This is an optimization exercise on Yosys and OpenROAD, whose aim is small area, a short achievable clock period and few clock cycles per item, not a production implementation.
Function was checked by simulation only, so behaviour that the tests miss may differ from the original.
Power is estimated from default activity; no workload was simulated.

==> flow/design.v <==
`timescale 1ns / 1ps
`default_nettype none
package qrs_pkg;
    localparam int COEF_W  = 16;
    localparam int OUT_W   = 40;
    localparam int KIND_W  = 3;
    localparam int SQ_N    = 33;   
    localparam int RAD_W   = 34;   
    localparam int SREM_W  = 35;   
    localparam int DV_N    = 32;   
    localparam int DVD_W   = 33;   
    localparam int DIV_W   = 16;   
    localparam int DREM_W  = 15;   
    localparam int NB_W    = 18;   
    localparam int N_W     = 35;   
    typedef enum logic [KIND_W-1:0] {
        KIND_INVALID = 3'd0,
        KIND_LINEAR  = 3'd1,
        KIND_TWO     = 3'd2,
        KIND_DOUBLE  = 3'd3,
        KIND_COMPLEX = 3'd4
    } kind_t;
endpackage
`default_nettype wire
`timescale 1ns / 1ps
`default_nettype none
import qrs_pkg::*;
module qrs_sqrt_cell
#(
    parameter int S = 1
)(
    input  wire logic [SREM_W-1:0] rem_in,
    input  wire logic [SQ_N-1:0]   root_in,
    input  wire logic [RAD_W-1:0]  rad_in,
    output logic [SREM_W-1:0]      rem_out,
    output logic [SQ_N-1:0]        root_out,
    output logic [RAD_W-1:0]       rad_out
);
    localparam int IPAIRS = RAD_W / 2;
    localparam int W      = S + 2;    
    logic [1:0]   pair;
    logic [W-1:0] rem_sh;
    logic [W-1:0] trial;
    logic [W-1:0] diff;
    logic         ge;
    if (S <= IPAIRS)
    begin : g_pair
        assign pair = rad_in[2*(IPAIRS-S) +: 2];
        if (S < IPAIRS)
        begin : g_rest
            assign rad_out = RAD_W'(rad_in[2*(IPAIRS-S)-1:0]);
        end
        else
        begin : g_none
            assign rad_out = '0;
        end
    end
    else
    begin : g_frac
        assign pair    = 2'b00;
        assign rad_out = '0;
    end
    if (S == 1)
    begin : g_first
        assign rem_sh = W'(pair);
        assign trial  = W'(1);
    end
    else
    begin : g_next
        assign rem_sh = {rem_in[S-1:0], pair};
        assign trial  = W'({root_in[S-2:0], 2'b01});
    end
    assign ge       = (rem_sh >= trial);
    assign diff     = rem_sh - trial;
    assign rem_out  = SREM_W'(ge ? diff[S:0] : rem_sh[S:0]);
    if (S == 1)
    begin : g_r1
        assign root_out = SQ_N'(ge);
    end
    else
    begin : g_rn
        assign root_out = SQ_N'({root_in[S-2:0], ge});
    end
endmodule
`default_nettype wire
`timescale 1ns / 1ps
`default_nettype none
import qrs_pkg::*;
module qrs_div_cell
#(
    parameter int S = 1
)(
    input  wire logic [DIV_W-1:0]  dv,
    input  wire logic [DREM_W-1:0] rem1_in,
    input  wire logic [DREM_W-1:0] rem2_in,
    input  wire logic [DVD_W-1:0]  dvd1_in,
    input  wire logic [DVD_W-1:0]  dvd2_in,
    input  wire logic [DV_N-1:0]   quo1_in,
    input  wire logic [DV_N-1:0]   quo2_in,
    output logic [DREM_W-1:0]      rem1_out,
    output logic [DREM_W-1:0]      rem2_out,
    output logic [DVD_W-1:0]       dvd1_out,
    output logic [DVD_W-1:0]       dvd2_out,
    output logic [DV_N-1:0]        quo1_out,
    output logic [DV_N-1:0]        quo2_out
);
    localparam int B = DV_N - S;    
    logic [DREM_W:0] sh1, sh2;
    logic [DREM_W:0] df1, df2;
    logic            ge1, ge2;
    assign sh1 = {rem1_in, dvd1_in[B]};
    assign sh2 = {rem2_in, dvd2_in[B]};
    assign ge1 = (sh1 >= (DREM_W+1)'(dv));
    assign ge2 = (sh2 >= (DREM_W+1)'(dv));
    assign df1 = sh1 - (DREM_W+1)'(dv);
    assign df2 = sh2 - (DREM_W+1)'(dv);
    assign rem1_out = ge1 ? df1[DREM_W-1:0] : sh1[DREM_W-1:0];
    assign rem2_out = ge2 ? df2[DREM_W-1:0] : sh2[DREM_W-1:0];
    if (B > 0)
    begin : g_rest
        assign dvd1_out = DVD_W'(dvd1_in[B-1:0]);
        assign dvd2_out = DVD_W'(dvd2_in[B-1:0]);
    end
    else
    begin : g_none
        assign dvd1_out = '0;
        assign dvd2_out = '0;
    end
    assign quo1_out = quo1_in | (DV_N'(ge1) << B);
    assign quo2_out = quo2_in | (DV_N'(ge2) << B);
endmodule
module qrs_div_cell4
#(
    parameter int S = 1
)(
    input  wire logic [DIV_W-1:0]  dv,
    input  wire logic [DIV_W+1:0]  dv3,       
    input  wire logic [DREM_W-1:0] rem1_in,
    input  wire logic [DREM_W-1:0] rem2_in,
    input  wire logic [DVD_W-1:0]  dvd1_in,
    input  wire logic [DVD_W-1:0]  dvd2_in,
    input  wire logic [DV_N-1:0]   quo1_in,
    input  wire logic [DV_N-1:0]   quo2_in,
    output logic [DREM_W-1:0]      rem1_out,
    output logic [DREM_W-1:0]      rem2_out,
    output logic [DVD_W-1:0]       dvd1_out,
    output logic [DVD_W-1:0]       dvd2_out,
    output logic [DV_N-1:0]        quo1_out,
    output logic [DV_N-1:0]        quo2_out
);
    localparam int B  = DV_N - 2 * S;    
    localparam int SW = DREM_W + 3;      
    function automatic logic [DREM_W+1:0] r4(input logic [DREM_W-1:0] rem, input logic [1:0] bits,
                                            input logic [DIV_W-1:0] d, input logic [DIV_W+1:0] d3);
        logic [SW-1:0] sh, t1, t2, t3;
        logic          g1, g2, g3;
        logic [1:0]    q;
        logic [DREM_W-1:0] r;
        sh = SW'({rem, bits});
        t1 = sh - SW'(d);
        t2 = sh - SW'({d, 1'b0});
        t3 = sh - SW'(d3);
        g1 = !t1[SW-1];
        g2 = !t2[SW-1];
        g3 = !t3[SW-1];
        if (g3)
        begin
            q = 2'd3;
            r = t3[DREM_W-1:0];
        end
        else if (g2)
        begin
            q = 2'd2;
            r = t2[DREM_W-1:0];
        end
        else if (g1)
        begin
            q = 2'd1;
            r = t1[DREM_W-1:0];
        end
        else
        begin
            q = 2'd0;
            r = sh[DREM_W-1:0];
        end
        r4 = {q, r};
    endfunction
    logic [DREM_W+1:0] o1, o2;
    assign o1 = r4(rem1_in, dvd1_in[B +: 2], dv, dv3);
    assign o2 = r4(rem2_in, dvd2_in[B +: 2], dv, dv3);
    assign rem1_out = o1[DREM_W-1:0];
    assign rem2_out = o2[DREM_W-1:0];
    if (B > 0)
    begin : g_rest
        assign dvd1_out = DVD_W'(dvd1_in[B-1:0]);
        assign dvd2_out = DVD_W'(dvd2_in[B-1:0]);
    end
    else
    begin : g_none
        assign dvd1_out = '0;
        assign dvd2_out = '0;
    end
    assign quo1_out = quo1_in | (DV_N'(o1[DREM_W+1:DREM_W]) << B);
    assign quo2_out = quo2_in | (DV_N'(o2[DREM_W+1:DREM_W]) << B);
endmodule
`default_nettype wire
`timescale 1ns / 1ps
`default_nettype none
import qrs_pkg::*;
module quadratic_root_solver_unit
#(
    parameter logic [SQ_N:0] SQ_CUT = 34'b1111111111111111111111111111101001,
    parameter bit              DV_R4  = 1'b1,
    parameter logic [DV_N:0]   DV_CUT = 33'b000000000000000011111111111111111
)(
    input  wire logic                     clk,
    input  wire logic                     rst_n,
    input  wire logic                     in_valid,
    output logic                          in_ready,
    input  wire logic signed [COEF_W-1:0] coef_a,
    input  wire logic signed [COEF_W-1:0] coef_b,
    input  wire logic signed [COEF_W-1:0] coef_c,
    output logic                          out_valid,
    output logic [KIND_W-1:0]             root_kind,
    output logic signed [OUT_W-1:0]       first_value,
    output logic signed [OUT_W-1:0]       second_value,
    input  wire logic                     out_ready
);
    logic adv;         
    logic rdy_reg;     
    logic oq_v;        
    logic sk_v;        
    logic push;        
    logic pop;         
    logic oq_v_next, sk_v_next;
    assign pop = oq_v && out_ready;
    always_comb
    begin
        oq_v_next = oq_v;
        sk_v_next = sk_v;
        if (pop)
        begin
            oq_v_next = sk_v || push;
            sk_v_next = sk_v && push;
        end
        else if (push)
        begin
            oq_v_next = 1'b1;
            sk_v_next = oq_v;
        end
    end
    always_ff @(posedge clk or negedge rst_n)
    begin
        if (!rst_n)
        begin
            oq_v    <= 1'b0;
            sk_v    <= 1'b0;
            adv     <= 1'b1;
            rdy_reg <= 1'b1;
        end
        else
        begin
            oq_v    <= oq_v_next;
            sk_v    <= sk_v_next;
            adv     <= !sk_v_next;
            rdy_reg <= !(sk_v_next && oq_v_next);
        end
    end
    assign in_ready = rdy_reg;
    function automatic logic [23:0] bdig(input logic [COEF_W-1:0] m);
        logic [2:0] t;
        for (int k = 0; k < 8; k++)
        begin
            t = {m[2*k+1], m[2*k], (k == 0) ? 1'b0 : m[2*k-1]};
            bdig[3*k]   = t[1] ^ t[0];                           
            bdig[3*k+1] = (t == 3'b100) || (t == 3'b011);         
            bdig[3*k+2] = t[2];                                   
        end
    endfunction
    logic                     v0;
    logic signed [COEF_W-1:0] a0, b0;
    logic [23:0]              bd0, cd0;      
    logic signed [COEF_W:0]   x0;
    logic signed [COEF_W-1:0] y0;
    logic                     za0, zb0;
    always_ff @(posedge clk or negedge rst_n)
    begin
        if (!rst_n)
            v0 <= 1'b0;
        else if (adv)
            v0 <= in_valid;
    end
    always_ff @(posedge clk)
    begin
        if (adv)
        begin
            a0  <= coef_a;
            b0  <= coef_b;
            bd0 <= bdig(coef_b);
            cd0 <= bdig(coef_c);
            za0 <= (coef_a == '0);
            zb0 <= (coef_b == '0);
            x0  <= (coef_a == '0) ? {coef_c, 1'b0} : 17'(coef_b);
            y0  <= (coef_a == '0) ? coef_b : coef_a;
        end
    end
    localparam int PW = 32;
    function automatic logic [2*PW-1:0] csa(input logic [PW-1:0] p, input logic [PW-1:0] q,
                                            input logic [PW-1:0] r);
        logic [PW-1:0] sm, cy;
        sm  = p ^ q ^ r;
        cy  = (p & q) | (p & r) | (q & r);
        csa = {sm, cy[PW-2:0], 1'b0};
    endfunction
    function automatic logic [2*PW-1:0] booth(input logic signed [COEF_W-1:0] x,
                                              input logic [23:0] dg);
        logic [PW-1:0] row [9];
        logic [PW-1:0] mag, l1 [6], l2 [4], l3 [3];
        logic [PW-1:0] corr;
        logic          one, two, neg;
        corr = '0;
        for (int k = 0; k < 8; k++)
        begin
            one  = dg[3*k];
            two  = dg[3*k+1];
            neg  = dg[3*k+2];
            mag  = one ? PW'(x) : (two ? (PW'(x) << 1) : '0);
            row[k] = (neg ? ~mag : mag) << (2 * k);
            corr[2*k] = neg;
        end
        row[8] = corr;
        {l1[0], l1[1]} = csa(row[0], row[1], row[2]);
        {l1[2], l1[3]} = csa(row[3], row[4], row[5]);
        {l1[4], l1[5]} = csa(row[6], row[7], row[8]);
        {l2[0], l2[1]} = csa(l1[0], l1[1], l1[2]);
        {l2[2], l2[3]} = csa(l1[3], l1[4], l1[5]);
        {l3[0], l3[1]} = csa(l2[0], l2[1], l2[2]);
        l3[2] = l2[3];
        booth = csa(l3[0], l3[1], l3[2]);
    endfunction
    logic                     v1;
    logic [PW-1:0]            bs1, bc1, as1, ac1;    
    logic                     za1, zb1;
    logic signed [COEF_W:0]   x1;
    logic signed [COEF_W-1:0] y1;
    always_ff @(posedge clk or negedge rst_n)
    begin
        if (!rst_n)
            v1 <= 1'b0;
        else if (adv)
            v1 <= v0;
    end
    always_ff @(posedge clk)
    begin
        if (adv)
        begin
            {bs1, bc1} <= booth(b0, bd0);
            {as1, ac1} <= booth(a0, cd0);
            za1 <= za0;
            zb1 <= zb0;
            x1  <= x0;
            y1  <= y0;
        end
    end
    logic                     v2;
    logic [33:0]              bb2;           
    logic signed [33:0]       ac2;           
    logic                     za2, zb2;
    logic signed [COEF_W:0]   x2;
    logic signed [COEF_W-1:0] y2;
    logic [PW-1:0]            bsum;
    logic signed [PW-1:0]     asum;
    always_comb
    begin
        bsum = bs1 + bc1;
        asum = as1 + ac1;
    end
    always_ff @(posedge clk or negedge rst_n)
    begin
        if (!rst_n)
            v2 <= 1'b0;
        else if (adv)
            v2 <= v1;
    end
    always_ff @(posedge clk)
    begin
        if (adv)
        begin
            bb2 <= 34'(bsum);
            ac2 <= 34'(asum) <<< 2;
            za2 <= za1;
            zb2 <= zb1;
            x2  <= x1;
            y2  <= y1;
        end
    end
    localparam int SIDE_W = 2 + 2 * COEF_W + 1;
    logic signed [33:0] d2, nd2;
    logic [1:0]         kc2;
    logic [RAD_W-1:0]   rad2;
    always_comb
    begin
        d2   = 34'(bb2) - ac2;
        nd2  = ac2 - 34'(bb2);
        rad2 = d2[33] ? RAD_W'(nd2) : RAD_W'(d2);
        kc2  = {za2, za2 ? !zb2 : d2[33]};
    end
    logic [SQ_N:0]      sq_v;
    logic [SREM_W-1:0]  sq_rem [SQ_N+1];
    logic [SQ_N-1:0]    sq_root[SQ_N+1];
    logic [RAD_W-1:0]   sq_rad [SQ_N+1];
    logic [SIDE_W-1:0]  sq_side[SQ_N+1];
    for (genvar s = 0; s <= SQ_N; s++)
    begin : g_sq
        logic               vc;
        logic [SREM_W-1:0]  rem_c;
        logic [SQ_N-1:0]    root_c;
        logic [RAD_W-1:0]   rad_c;
        logic [SIDE_W-1:0]  side_c;
        if (s == 0)
        begin : g_src
            assign vc     = v2;
            assign rem_c  = '0;
            assign root_c = '0;
            assign rad_c  = rad2;
            assign side_c = {kc2, x2, y2};
        end
        else
        begin : g_step
            qrs_sqrt_cell #(.S(s)) u_cell (
                .rem_in(sq_rem[s-1]), .root_in(sq_root[s-1]), .rad_in(sq_rad[s-1]),
                .rem_out(rem_c), .root_out(root_c), .rad_out(rad_c)
            );
            assign vc     = sq_v[s-1];
            assign side_c = sq_side[s-1];
        end
        if (SQ_CUT[s])
        begin : g_reg
            always_ff @(posedge clk or negedge rst_n)
            begin
                if (!rst_n)
                    sq_v[s] <= 1'b0;
                else if (adv)
                    sq_v[s] <= vc;
            end
            always_ff @(posedge clk)
            begin
                if (adv)
                begin
                    sq_rem[s]  <= rem_c;
                    sq_root[s] <= root_c;
                    sq_rad[s]  <= rad_c;
                    sq_side[s] <= side_c;
                end
            end
        end
        else
        begin : g_wire
            assign sq_v[s]    = vc;
            assign sq_rem[s]  = rem_c;
            assign sq_root[s] = root_c;
            assign sq_rad[s]  = rad_c;
            assign sq_side[s] = side_c;
        end
    end
    logic [1:0]               kcq;
    logic [KIND_W-1:0]        kq;
    logic signed [COEF_W:0]   xq;
    logic signed [COEF_W-1:0] yq;
    logic signed [N_W-1:0]    xsq;
    logic [SQ_N-1:0]          rq;
    logic                     incq, cplx_q, real_q;
    logic signed [N_W-1:0]    n1_c, n2_c;
    logic                     e1_c, e2_c;
    always_comb
    begin
        {kcq, xq, yq} = sq_side[SQ_N];
        rq     = sq_root[SQ_N];
        incq   = (sq_rem[SQ_N] > SREM_W'(rq));
        if (kcq[1])
            kq = kcq[0] ? KIND_LINEAR : KIND_INVALID;
        else if (kcq[0])
            kq = KIND_COMPLEX;
        else
            kq = (rq == '0) ? KIND_DOUBLE : KIND_TWO;
        cplx_q = (kcq == 2'b01);
        real_q = (kcq == 2'b00);
        xsq    = N_W'(xq) <<< 16;
        n1_c   = real_q ? N_W'(rq) - xsq : -xsq;
        e1_c   = real_q ? incq : 1'b0;
        n2_c   = cplx_q ? N_W'(rq) : ~(xsq + N_W'(rq));
        e2_c   = cplx_q ? incq : !incq;
    end
    logic [DIV_W-1:0]         dvq;
    logic                     dsq;
    logic signed [DIV_W+2:0]  hpq, hnq;
    logic signed [DIV_W+2:0]  g10q, g11q, g20q, g21q;
    always_comb
    begin
        dvq = yq[COEF_W-1] ? DIV_W'(-(17'(yq))) : DIV_W'(yq);
        dsq = yq[COEF_W-1];
        hpq = (DIV_W+3)'((kcq == 2'b11) ? {dvq[DIV_W-1:1], 1'b0} : dvq);
        hnq = hpq - (DIV_W+3)'({dvq, 1'b0});
        g10q = dsq ? hnq : hpq;
        g11q = dsq ? hpq : hnq;
        g20q = (kcq == 2'b01) ? hpq : g10q;
        g21q = (kcq == 2'b01) ? hpq : g11q;
    end
    logic                     ra_v;
    logic [KIND_W-1:0]        ra_k;
    logic [DIV_W-1:0]         ra_dv;
    logic                     ra_ds;
    logic signed [DIV_W+2:0]  ra_g10, ra_g11, ra_g20, ra_g21;
    logic signed [N_W-1:0]    ra_n1, ra_n2;
    logic                     ra_e1, ra_e2;
    always_ff @(posedge clk or negedge rst_n)
    begin
        if (!rst_n)
            ra_v <= 1'b0;
        else if (adv)
            ra_v <= sq_v[SQ_N];
    end
    always_ff @(posedge clk)
    begin
        if (adv)
        begin
            ra_k  <= kq;
            ra_dv <= dvq;
            ra_ds <= dsq;
            ra_g10 <= g10q;
            ra_g11 <= g11q;
            ra_g20 <= g20q;
            ra_g21 <= g21q;
            ra_n1 <= n1_c;
            ra_n2 <= n2_c;
            ra_e1 <= e1_c;
            ra_e2 <= e2_c;
        end
    end
    localparam int DV_ST   = DV_R4 ? DV_N / 2 : DV_N;    
    localparam int D3_W    = DV_R4 ? DIV_W + 2 : 1;      
    localparam int DSIDE_W = KIND_W + DIV_W + D3_W + 4;
    logic [DIV_W-1:0]     dvr;
    logic                 dsr;
    logic [DVD_W-1:0]     m1_c, m2_c;
    logic                 ng1_c, ng2_c, z1_c, z2_c;
    logic [D3_W-1:0]      dv3_c;
    function automatic logic [DVD_W+1:0] operand(input logic signed [N_W-1:0] n,
                                                 input logic e,
                                                 input logic signed [DIV_W+2:0] g0,
                                                 input logic signed [DIV_W+2:0] g1);
        logic signed [N_W+1:0] t;
        t = (N_W+2)'(n[N_W-1] ? ~n : n) + (N_W+2)'(n[N_W-1] ? g1 : g0)
            + (N_W+2)'(n[N_W-1] ? !e : e);
        operand = {1'b0, t[N_W+1], DVD_W'(t >>> 1)};
    endfunction
    logic [DVD_W+1:0] op1, op2;
    always_comb
    begin
        dvr    = ra_dv;
        dsr    = ra_ds;
        ng1_c  = ra_n1[N_W-1] ^ dsr;
        ng2_c  = (ra_k == KIND_COMPLEX) ? 1'b0 : (ra_n2[N_W-1] ^ dsr);
        op1    = operand(ra_n1, ra_e1, ra_g10, ra_g11);
        op2    = operand(ra_n2, ra_e2, ra_g20, ra_g21);
        m1_c   = op1[DVD_W-1:0];
        m2_c   = op2[DVD_W-1:0];
        z1_c   = op1[DVD_W];
        z2_c   = op2[DVD_W];
        dv3_c  = D3_W'((DIV_W+2)'(dvr) + (DIV_W+2)'({dvr, 1'b0}));
    end
    logic [DV_ST:0]      dq_v;
    logic [DREM_W-1:0]   dq_r1  [DV_ST+1];
    logic [DREM_W-1:0]   dq_r2  [DV_ST+1];
    logic [DVD_W-1:0]    dq_m1  [DV_ST+1];
    logic [DVD_W-1:0]    dq_m2  [DV_ST+1];
    logic [DV_N-1:0]     dq_q1  [DV_ST+1];
    logic [DV_N-1:0]     dq_q2  [DV_ST+1];
    logic [DSIDE_W-1:0]  dq_side[DV_ST+1];
    for (genvar s = 0; s <= DV_ST; s++)
    begin : g_dv
        logic               vc;
        logic [DREM_W-1:0]  r1_c, r2_c;
        logic [DVD_W-1:0]   m1_s, m2_s;
        logic [DV_N-1:0]    q1_c, q2_c;
        logic [DSIDE_W-1:0] side_c;
        if (s == 0)
        begin : g_src
            assign vc     = ra_v;
            assign r1_c   = DREM_W'(m1_c[DVD_W-1]);
            assign r2_c   = DREM_W'(m2_c[DVD_W-1]);
            assign m1_s   = DVD_W'(m1_c[DVD_W-2:0]);
            assign m2_s   = DVD_W'(m2_c[DVD_W-2:0]);
            assign q1_c   = '0;
            assign q2_c   = '0;
            assign side_c = {ra_k, dvr, dv3_c, ng1_c, ng2_c, z1_c, z2_c};
        end
        else
        begin : g_step
            if (DV_R4)
            begin : g_r4
                qrs_div_cell4 #(.S(s)) u_cell (
                    .dv(dq_side[s-1][DIV_W+D3_W+3:D3_W+4]), .dv3(dq_side[s-1][D3_W+3:4]),
                    .rem1_in(dq_r1[s-1]), .rem2_in(dq_r2[s-1]),
                    .dvd1_in(dq_m1[s-1]), .dvd2_in(dq_m2[s-1]),
                    .quo1_in(dq_q1[s-1]), .quo2_in(dq_q2[s-1]),
                    .rem1_out(r1_c), .rem2_out(r2_c),
                    .dvd1_out(m1_s), .dvd2_out(m2_s),
                    .quo1_out(q1_c), .quo2_out(q2_c)
                );
            end
            else
            begin : g_r2
                qrs_div_cell #(.S(s)) u_cell (
                    .dv(dq_side[s-1][DIV_W+D3_W+3:D3_W+4]),
                    .rem1_in(dq_r1[s-1]), .rem2_in(dq_r2[s-1]),
                    .dvd1_in(dq_m1[s-1]), .dvd2_in(dq_m2[s-1]),
                    .quo1_in(dq_q1[s-1]), .quo2_in(dq_q2[s-1]),
                    .rem1_out(r1_c), .rem2_out(r2_c),
                    .dvd1_out(m1_s), .dvd2_out(m2_s),
                    .quo1_out(q1_c), .quo2_out(q2_c)
                );
            end
            assign vc     = dq_v[s-1];
            assign side_c = dq_side[s-1];
        end
        if (DV_CUT[s])
        begin : g_reg
            always_ff @(posedge clk or negedge rst_n)
            begin
                if (!rst_n)
                    dq_v[s] <= 1'b0;
                else if (adv)
                    dq_v[s] <= vc;
            end
            always_ff @(posedge clk)
            begin
                if (adv)
                begin
                    dq_r1[s]   <= r1_c;
                    dq_r2[s]   <= r2_c;
                    dq_m1[s]   <= m1_s;
                    dq_m2[s]   <= m2_s;
                    dq_q1[s]   <= q1_c;
                    dq_q2[s]   <= q2_c;
                    dq_side[s] <= side_c;
                end
            end
        end
        else
        begin : g_wire
            assign dq_v[s]    = vc;
            assign dq_r1[s]   = r1_c;
            assign dq_r2[s]   = r2_c;
            assign dq_m1[s]   = m1_s;
            assign dq_m2[s]   = m2_s;
            assign dq_q1[s]   = q1_c;
            assign dq_q2[s]   = q2_c;
            assign dq_side[s] = side_c;
        end
    end
    logic [KIND_W-1:0]       kf;
    logic                    ngf1, ngf2, zf1, zf2;
    logic signed [OUT_W-1:0] v1_c, v2_c;
    always_comb
    begin
        kf   = dq_side[DV_ST][DSIDE_W-1 -: KIND_W];
        {ngf1, ngf2, zf1, zf2} = dq_side[DV_ST][3:0];
        v1_c = ngf1 ? {8'hff, ~dq_q1[DV_ST]} : {8'h00, dq_q1[DV_ST]};
        v2_c = ngf2 ? {8'hff, ~dq_q2[DV_ST]} : {8'h00, dq_q2[DV_ST]};
        if (kf == KIND_INVALID || zf1)
            v1_c = '0;
        if (kf == KIND_INVALID || kf == KIND_LINEAR || zf2)
            v2_c = '0;
    end
    assign push = adv && dq_v[DV_ST];
    logic [KIND_W-1:0]       ok_reg, sk_k;
    logic signed [OUT_W-1:0] o1_reg, o2_reg, sk_1, sk_2;
    always_ff @(posedge clk)
    begin
        if (!oq_v || out_ready)
        begin
            if (sk_v)
            begin
                ok_reg <= sk_k;
                o1_reg <= sk_1;
                o2_reg <= sk_2;
            end
            else
            begin
                ok_reg <= kf;
                o1_reg <= v1_c;
                o2_reg <= v2_c;
            end
        end
        if (!sk_v || out_ready)
        begin
            sk_k <= kf;
            sk_1 <= v1_c;
            sk_2 <= v2_c;
        end
    end
    assign out_valid    = oq_v;
    assign root_kind    = ok_reg;
    assign first_value  = o1_reg;
    assign second_value = o2_reg;
endmodule
`default_nettype wire
==> flow/flow/run.sh <==
#!/bin/bash
set -euo pipefail
bash standard.sh SETUP_SLACK_MARGIN=6.0 SKIP_GATE_CLONING=1 finish > standard.log 2>&1
==> flow/standard.sh <==
#!/bin/bash
# synth_recipe.tcl (not shown) runs the flow's synth.tcl, then flattens the netlist and writes it again
# the make line also repeats each setting of config.mk as NAME=value (left out here)
make -C /OpenROAD-flow-scripts/flow DESIGN_CONFIG=/design/flow/config.mk WORK_HOME=/design/flow/orfs CLKGATE_MAP_FILE= SYNTH_SCRIPT=/design/flow/synth_recipe.tcl "${@:-finish}"
==> flow/config.mk <==
export PLATFORM = sky130hd
export DESIGN_NAME = quadratic_root_solver_unit
export DESIGN_NICKNAME = quadratic_root_solver_unit
export VERILOG_FILES = /design/flow/design.v
export SDC_FILE = /design/flow/constraint.sdc
export NUM_CORES = 4
export LEC_CHECK = 0
export CAP_MARGIN = 20
export CORE_MARGIN = 2
export CORE_UTILIZATION = 50
export CTS_CLUSTER_DIAMETER = 100
export CTS_CLUSTER_SIZE = 20
export SLEW_MARGIN = 20
==> flow/constraint.sdc <==
create_clock -name core_clock -period 10.0 [get_ports {clk}]
set_input_delay 2.0000 -clock core_clock [delete_from_list [all_inputs] [get_ports {clk}]]
set_output_delay 2.0000 -clock core_clock [all_outputs]
set_load 0.01 [all_outputs]
==> results.json, run 1 <==
{
  "drc": 0,
  "ys.flop_type": "edfxtp_1",
  "crit_arrival_ps": 4750,
  "cap_viol_max_count": 0,
  "die-height_um": 766.2,
  "root_buffer": "clkbuf_16",
  "antenna_found_initial": 37,
  "clk_latency_ps": 1040,
  "synth.avg_cell_area_sq_um": 12.08,
  "rsz0062_at_grt": "yes",
  "multi_input_area_sq_um": 123100,
  "numCtsBuffers": 318,
  "r2r_setup_slack_ps": 6050,
  "crit_top_cell": "o21ai_0",
  "largest_register_ffs": 1085,
  "regArea_sq_um": 159600,
  "routed_wl_mm": 704.0,
  "async_flop_share_pct": 1.052,
  "htree_levels": 5,
  "final_area_sq_um": 314500,
  "yosysMostFrequentCell": "edfxtp_1",
  "period_share_pct": 39.51,
  "track_usage_pct": 23.15,
  "cts_tree": "built",
  "final.fill_count": 49010,
  "vias_per_cell": 5.574,
  "io_buffers": 136,
  "fmax_mhz": 253.1,
  "worstSetupEndpoint": "dq_r1[9][13]",
  "irDropWorstVdd_mv": 0.2394,
  "placed_cell_area_sq_um": 301200,
  "seq_area_frac_synth_pct": 54.95,
  "synth_edf_count": 5269,
  "slowest_delay_ps": 530,
  "power_leakage_nw": 129.8,
  "post-dp-hpwl_mm": 532.0,
  "holdPathStages": 0,
  "clkSinkCount": 5325,
  "hold_viol_final": 0,
  "r2r-start": "dq_m1[8][15]",
  "worstMarginPinSlew_ps": 1133,
  "grt_max_degree": 187,
  "synth_commonest_cells": "5269 x edfxtp_1, 2400 x ha_1, 2022 x inv_1",
  "coreArea_sq_um": 578100,
  "final.min_clock_period_ps": 3951,
  "power_density_nw_per_um2": 361.5,
  "crit_family": "compound AO/OA/AOI/OAI gates",
  "synth_cell_types": 104,
  "reg2reg_to": "dq_r1[9][13]",
  "synthTopCellsByArea": "edfxtp_1 54%, ha_1 10%, xnor2_1 3.8%",
  "routabilityCongestion": 0.8932,
  "layout.nets": 27100,
  "ant_nets": 0,
  "layout-drive-gt1-share_pct": 6.990,
  "worst_setup_path_start_kind": "flip-flop",
  "worst-path-buf-inv": 2,
  "drtPass1Iterations": 6,
  "netlist_area_sq_um": 290500,
  "post-route-util_pct": 54.41,
  "clk_path_buf_depth": 4,
  "vias": 180000,
  "initial_core_util_pct": 50.25,
  "timing.hold.ws_ps": 363.4,
  "relSlewSlack_pct": 24.50,
  "path_clk_slew_ps": 80,
  "die_w_um": 766.2,
  "crit_path_start": "dq_m1[8][15]",
  "required_ps": 10790,
  "p_total_w": 0.1137,
  "yosys.area.top_type": "edfxtp_1",
  "wire_per_inst_um": 21.80,
  "hold_start": "dq_m1[2][22]",
  "rows": 279,
  "hold_path.class": "flip-flop to flip-flop",
  "grt_pass1_vias": 174200,
  "finalClockSkew_ps": 112.2,
  "syn2layout_area_growth_pct": 8.274,
  "dieArea_sq_um": 587100,
  "crit_fanout": 12,
  "drtIter0Drc": 12880,
  "largestRegisters": "sq_side (1085), dq_side (647), sq_root (554)",
  "critPathKind": "flip-flop to flip-flop",
  "outcome": "finished clean",
  "yosysWarnings": 85,
  "fin_setup_tns_ps": 0,
  "rr_worst_depth": 14,
  "syn_inst": 24040,
  "largest_register": "sq_side",
  "syn-num-nets": 26830,
  "path_cells": "inv_1, ha_1, fa_1, nor2b_1, o21ai_0, a21boi_0, o21ai_0, a22oi_2, a311o_1, a21o_1, a21o_4, buf_4, or3_1, a31oi_1",
  "crit_slowest_cell": "edfxtp_1",
  "synth_top_area_share_pct": 54.47,
  "cp.depth": 14,
  "setup_viol": 0,
  "ios": 137,
  "slew_violations": 0,
  "grt_pass1_wl_mm": 1055,
  "ys_ff_latch": 5325,
  "cp-end-kind": "flip-flop",
  "globalRouteOverflowTotal": 0
}
## final cells by class
class | instances | share of cell area, %
sequential | 5325 | 50.75
antenna | 164 | 0.1305
clock buffer | 353 | 2.599
timing repair buffer | 547 | 1.641
tap | 7727 | 3.074
multi-input combinational | 16100 | 39.13
clock inverter | 59 | 0.2510
inverter | 2028 | 2.423
## cell families after synthesis
family          Yosys count  synth area share (%)
mux                     613                 2.314
xor+xnor               2036                 6.151
fa+ha+maj              2746                 12.69
compound gates         5639                 12.31
buf+inv                2620                 3.456
flops                  5325                 54.95
simple gates           5061                 8.137
## layout by cell type, fill, tap and decap left out, types with 334 or more instances in the layout
cell | synthesis | layout
edfxtp_1 | 5269 | 5269
ha_1 | 2400 | 2385
a21oi_1 | 1504 | 1463
xnor2_1 | 1246 | 1211
nor2b_1 | 366 | 349
xor2_1 | 785 | 770
nor3_1 | 440 | 435
fa_1 | 336 | 334
mux2_2 | 387 | 387
a21o_1 | 590 | 583
nor2_1 | 1383 | 1381
nand2_1 | 1567 | 1547
o21ai_0 | 1411 | 1291
inv_1 | 2022 | 2012
## layer usage
layer | part of all wire [%] | vias to the layer above | wire, um | track usage, %
met4 | 5.4 | 6 | 38150 | 10.74
li1 | - | 88540 | - | -
met1 | 41 | 87210 | 287500 | 28.41
met2 | 51 | 3278 | 357800 | 41.64
met5 | 0.0058 | - | 41 | 0
met3 | 2.9 | 990 | 20600 | 1.705
## how the worst min path moves through the flow
stage / endpoint / slack [ps]
2_1_floorplan: ac2[2] / 400
3_3_place_gp: dq_q1[16][4] / 400
3_5_place_dp: dq_m1[1][12] / 400
4_1_cts: dq_m1[3][22] / 350
5_1_grt: dq_m1[3][22] / 360
6_report: dq_m1[3][22] / 360
## timing repair
item	CTS	global route
setup buffers	96	127
setup endpoints to repair	889	1074
pin swaps	29	70
hold buffers	0	0
resized for setup	261	343
## where the power goes
group,switching [W],internal [W]
logic,0.0336,0.0259
registers,0.00577,0.0351
clock network,0.00733,0.00600
## through the flow
step	cells	setup slack (ps)
after global routing	32290	5896
after floorplan	24040	-21550
final	32300	6049
after global placement	31500	4693
after CTS	32010	5967
after detailed placement	31500	4786
Testbench counts, summed over its fixed seeds: cycles 12,424, items 12,000.
==> inputs of run 2 (changes only) <==
--- a/flow/config.mk
+++ b/flow/config.mk
@@ -10,4 +10,2 @@
 export CORE_UTILIZATION = 50
-export CTS_CLUSTER_DIAMETER = 100
-export CTS_CLUSTER_SIZE = 20
 export SLEW_MARGIN = 20
==> run 2 against run 1 <==
Effect of this change: die area stayed put; routed wire length is 0.96% higher; clock power is 62% higher; register-to-register slack better by 50 ps.
==> results.json, run 2 <==
{
  "final.min_clock_period_ps": 3901,
  "rr_worst_depth": 17,
  "drtIter0Drc": 12870,
  "worstSetupEndpoint": "dq_side[0][0]",
  "fmax_mhz": 256.3,
  "largest_register_ffs": 1085,
  "cap_viol_max_count": 0,
  "ys.flop_type": "edfxtp_1",
  "post-dp-hpwl_mm": 532.0,
  "r2r_setup_slack_ps": 6100,
  "antenna_found_initial": 39,
  "crit_path_start": "ra_n2[34]",
  "layout-drive-gt1-share_pct": 8.650,
  "synth_cell_types": 104,
  "root_buffer": "clkbuf_16",
  "final_cells": 32910,
  "die_w_um": 766.2,
  "setup_viol": 0,
  "cts_hold_buffers": 0,
  "slowest_delay_ps": 410,
  "synth_top_area_share_pct": 54.47,
  "place_ws_ps": 4786,
  "power_leakage_nw": 134.7,
  "finalWorstSetupSlack_ps": 6099,
  "layout.cells.most_common": "edfxtp_1",
  "cts_tree": "built",
  "largestRegisters": "sq_side (1085), dq_side (647), sq_root (554)",
  "worstMarginPinSlew_ps": 1116,
  "netlist_area_sq_um": 290500,
  "grt_pass1_wl_mm": 1067,
  "clk_latency_ps": 1070,
  "cp-end-kind": "flip-flop",
  "clkSinkCount": 5325,
  "wire_per_inst_um": 21.60,
  "hold_viol_final": 0,
  "initial_core_util_pct": 50.25,
  "slew_violations": 0,
  "grt_pass1_vias": 177400,
  "vias_per_cell": 5.544,
  "power_density_nw_per_um2": 375.8,
  "p_total_w": 0.1220,
  "globalRouteOverflowTotal": 0,
  "syn-num-nets": 26830,
  "clk_path_buf_depth": 4,
  "worst_setup_path_start_kind": "flip-flop",
  "fin_setup_tns_ps": 0,
  "yosysWarnings": 85,
  "synth_edf_count": 5269,
  "ios": 137,
  "largest_register": "sq_side",
  "numCtsBuffers": 578,
  "post-route-util_pct": 56.15,
  "yosys.area.top_type": "edfxtp_1",
  "coreArea_sq_um": 578100,
  "crit_arrival_ps": 4720,
  "hold_path.class": "flip-flop to flip-flop",
  "crit_slowest_cell": "edfxtp_1",
  "syn2layout_area_growth_pct": 11.73,
  "ys_ff_latch": 5325,
  "layout.nets": 27360,
  "ant_nets": 0,
  "drtPass1Iterations": 6,
  "crit_fanout": 13,
  "drc": 0,
  "grt_max_degree": 187,
  "reg2reg_to": "dq_side[0][0]",
  "rows": 279,
  "period_share_pct": 39.01,
  "dieArea_sq_um": 587100,
  "die-height_um": 766.2,
  "routed_wl_mm": 710.8,
  "async_flop_share_pct": 1.052,
  "finalClockSkew_ps": 75.42,
  "vias": 182500,
  "io_buffers": 136,
  "htree_levels": 6,
  "routabilityCongestion": 0.8932,
  "required_ps": 10820,
  "relSlewSlack_pct": 25.05,
  "synth.avg_cell_area_sq_um": 12.08,
  "outcome": "finished clean",
  "seq_area_frac_synth_pct": 54.95,
  "path_cells": "buf_12, xor2_1, ha_1, a21oi_2, fa_2, nor2b_2, o31a_1, o31ai_4, a211oi_2, a2111oi_2, buf_4, o21ai_4, a41oi_2, a211o_1, o21a_1, nor2_1, a211oi_1",
  "yosysMostFrequentCell": "edfxtp_1",
  "final_cell_mix": "5269 x edfxtp_1, 2387 x ha_1, 2012 x inv_1",
  "syn_inst": 24040,
  "rsz0062_at_grt": "yes",
  "post-place-cells": 31500,
  "path_clk_slew_ps": 60,
  "synth_commonest_cells": "5269 x edfxtp_1, 2400 x ha_1, 2022 x inv_1",
  "synthTopCellsByArea": "edfxtp_1 54%, ha_1 10%, xnor2_1 3.8%",
  "track_usage_pct": 23.38,
  "critPathKind": "flip-flop to flip-flop",
  "r2r-start": "ra_n2[34]",
  "irDropWorstVdd_mv": 0.2506
}
==> run 2: cell counts after synthesis <==
No cell type changed its count.
==> run 2: layout make-up <==
class | count | area (sq um)
timing repair buffer | 545 | 5091
clock buffer | 685 | 15030
tap | 7727 | 9668
multi-input combinational | 16100 | 123000
clock inverter | 352 | 4086
sequential | 5325 | 159600
inverter | 2028 | 7622
antenna | 154 | 385.4
fill | 48160 | 253500
==> run 2: cell families after synthesis <==
family,after synthesis,share of synthesized area (%)
AOI/OAI and AO/OA,5639,12.31
adders and majority gates,2746,12.69
buffers and inverters,2620,3.456
and+or+nand+nor,5061,8.137
xor gates and xnor gates,2036,6.151
muxes,613,2.314
DFF,5325,54.95
==> run 2: what timing repair did <==
| item | CTS | global route |
|---|---|---|
| endpoints found under the setup margin | 906 | 1091 |
| setup buffers | 93 | 128 |
| gates resized for setup | 287 | 340 |
| pin swaps | 25 | 67 |
==> run 2: worst max-delay path, delay by kind of cell, from the launching register on <==
family,cells,cell delay (ps)
adder cells (fa/ha/maj),2,720
flip-flops,1,410
AO/OA/AOI/OAI,10,1740
AND/OR/NAND/NOR,2,270
buffers and inverters,2,360
XOR/XNOR,1,170
==> run 2: report_power, final <==
part / internal, W / total, W / switching [W]
clock: 0.0124 / 0.0215 / 0.00906
combinational: 0.0259 / 0.0595 / 0.0336
sequential: 0.0352 / 0.0410 / 0.00579
total: 0.0735 / 0.122 / 0.0485
==> run 2: through the flow <==
| step | instance area, sq um | hold slack [ps] |
|---|---|---|
| 2_1_floorplan | 290500 | 400.3 |
| 3_3_place_gp | 301100 | 400.2 |
| 3_5_place_dp | 301200 | 404.5 |
| 4_1_cts | 321900 | 346.3 |
| 5_1_grt | 324600 | 376.1 |
| 6_report | 324600 | 371.3 |
==> run 2: how the worst min path moves through the flow <==
stage	end	slack, ps	start	cells after the start
2_1_floorplan	ac2[2]	400	as1[0]	0
3_3_place_gp	dq_q1[16][4]	400	dq_q1[15][4]	0
3_5_place_dp	dq_m1[1][12]	400	dq_m1[0][12]	0
4_1_cts	sq_rad[9][12]	350	sq_rad[8][12]	0
5_1_grt	sq_rad[9][12]	380	sq_rad[8][12]	0
6_report	sq_side[33][18]	370	sq_side[32][18]	0
==> run 2: per-layer routing <==
layer	vias to the layer above	routed length, um	GRT usage, %	share of wire [%]
met5	-	20	0	0.0028
met3	1171	23920	2.150	3.4
met2	3629	359900	41.64	51
met1	88140	288100	28.48	41
li1	89520	-	-	-
met4	4	38830	11.56	5.5

port drivers added, routing unchanged:
Ports are ideal in the flow. The routed layouts listed here were re-timed in OpenROAD.
Step 1 sets driving cells, clkbuf_16 on the clock port and buf_2 on the other inputs (assumed; they add their load-dependent delay and slew).
Step 2, shift: input delay + t, output delay - t, t = (earliest + latest rising clock arrival at the registers) / 2. This alone moves slack from input paths to output paths.
Slacks: no drivers / after step 1 / after step 2; pairs: no drivers / after step 1.
run | t, ns | setup slack, ns | worst register clock-pin slew, ns
run 1 | 1.121 | 6.049 / 5.969 / 5.652 | 0.10 / 0.10
run 2 | 1.180 | 6.099 / 5.960 / 5.659 | 0.07 / 0.07
After both steps every run listed still meets setup and hold. For run 2, which loses most, drivers alone change the setup slack by -0.139 ns; drivers and shift together by -0.440 ns.
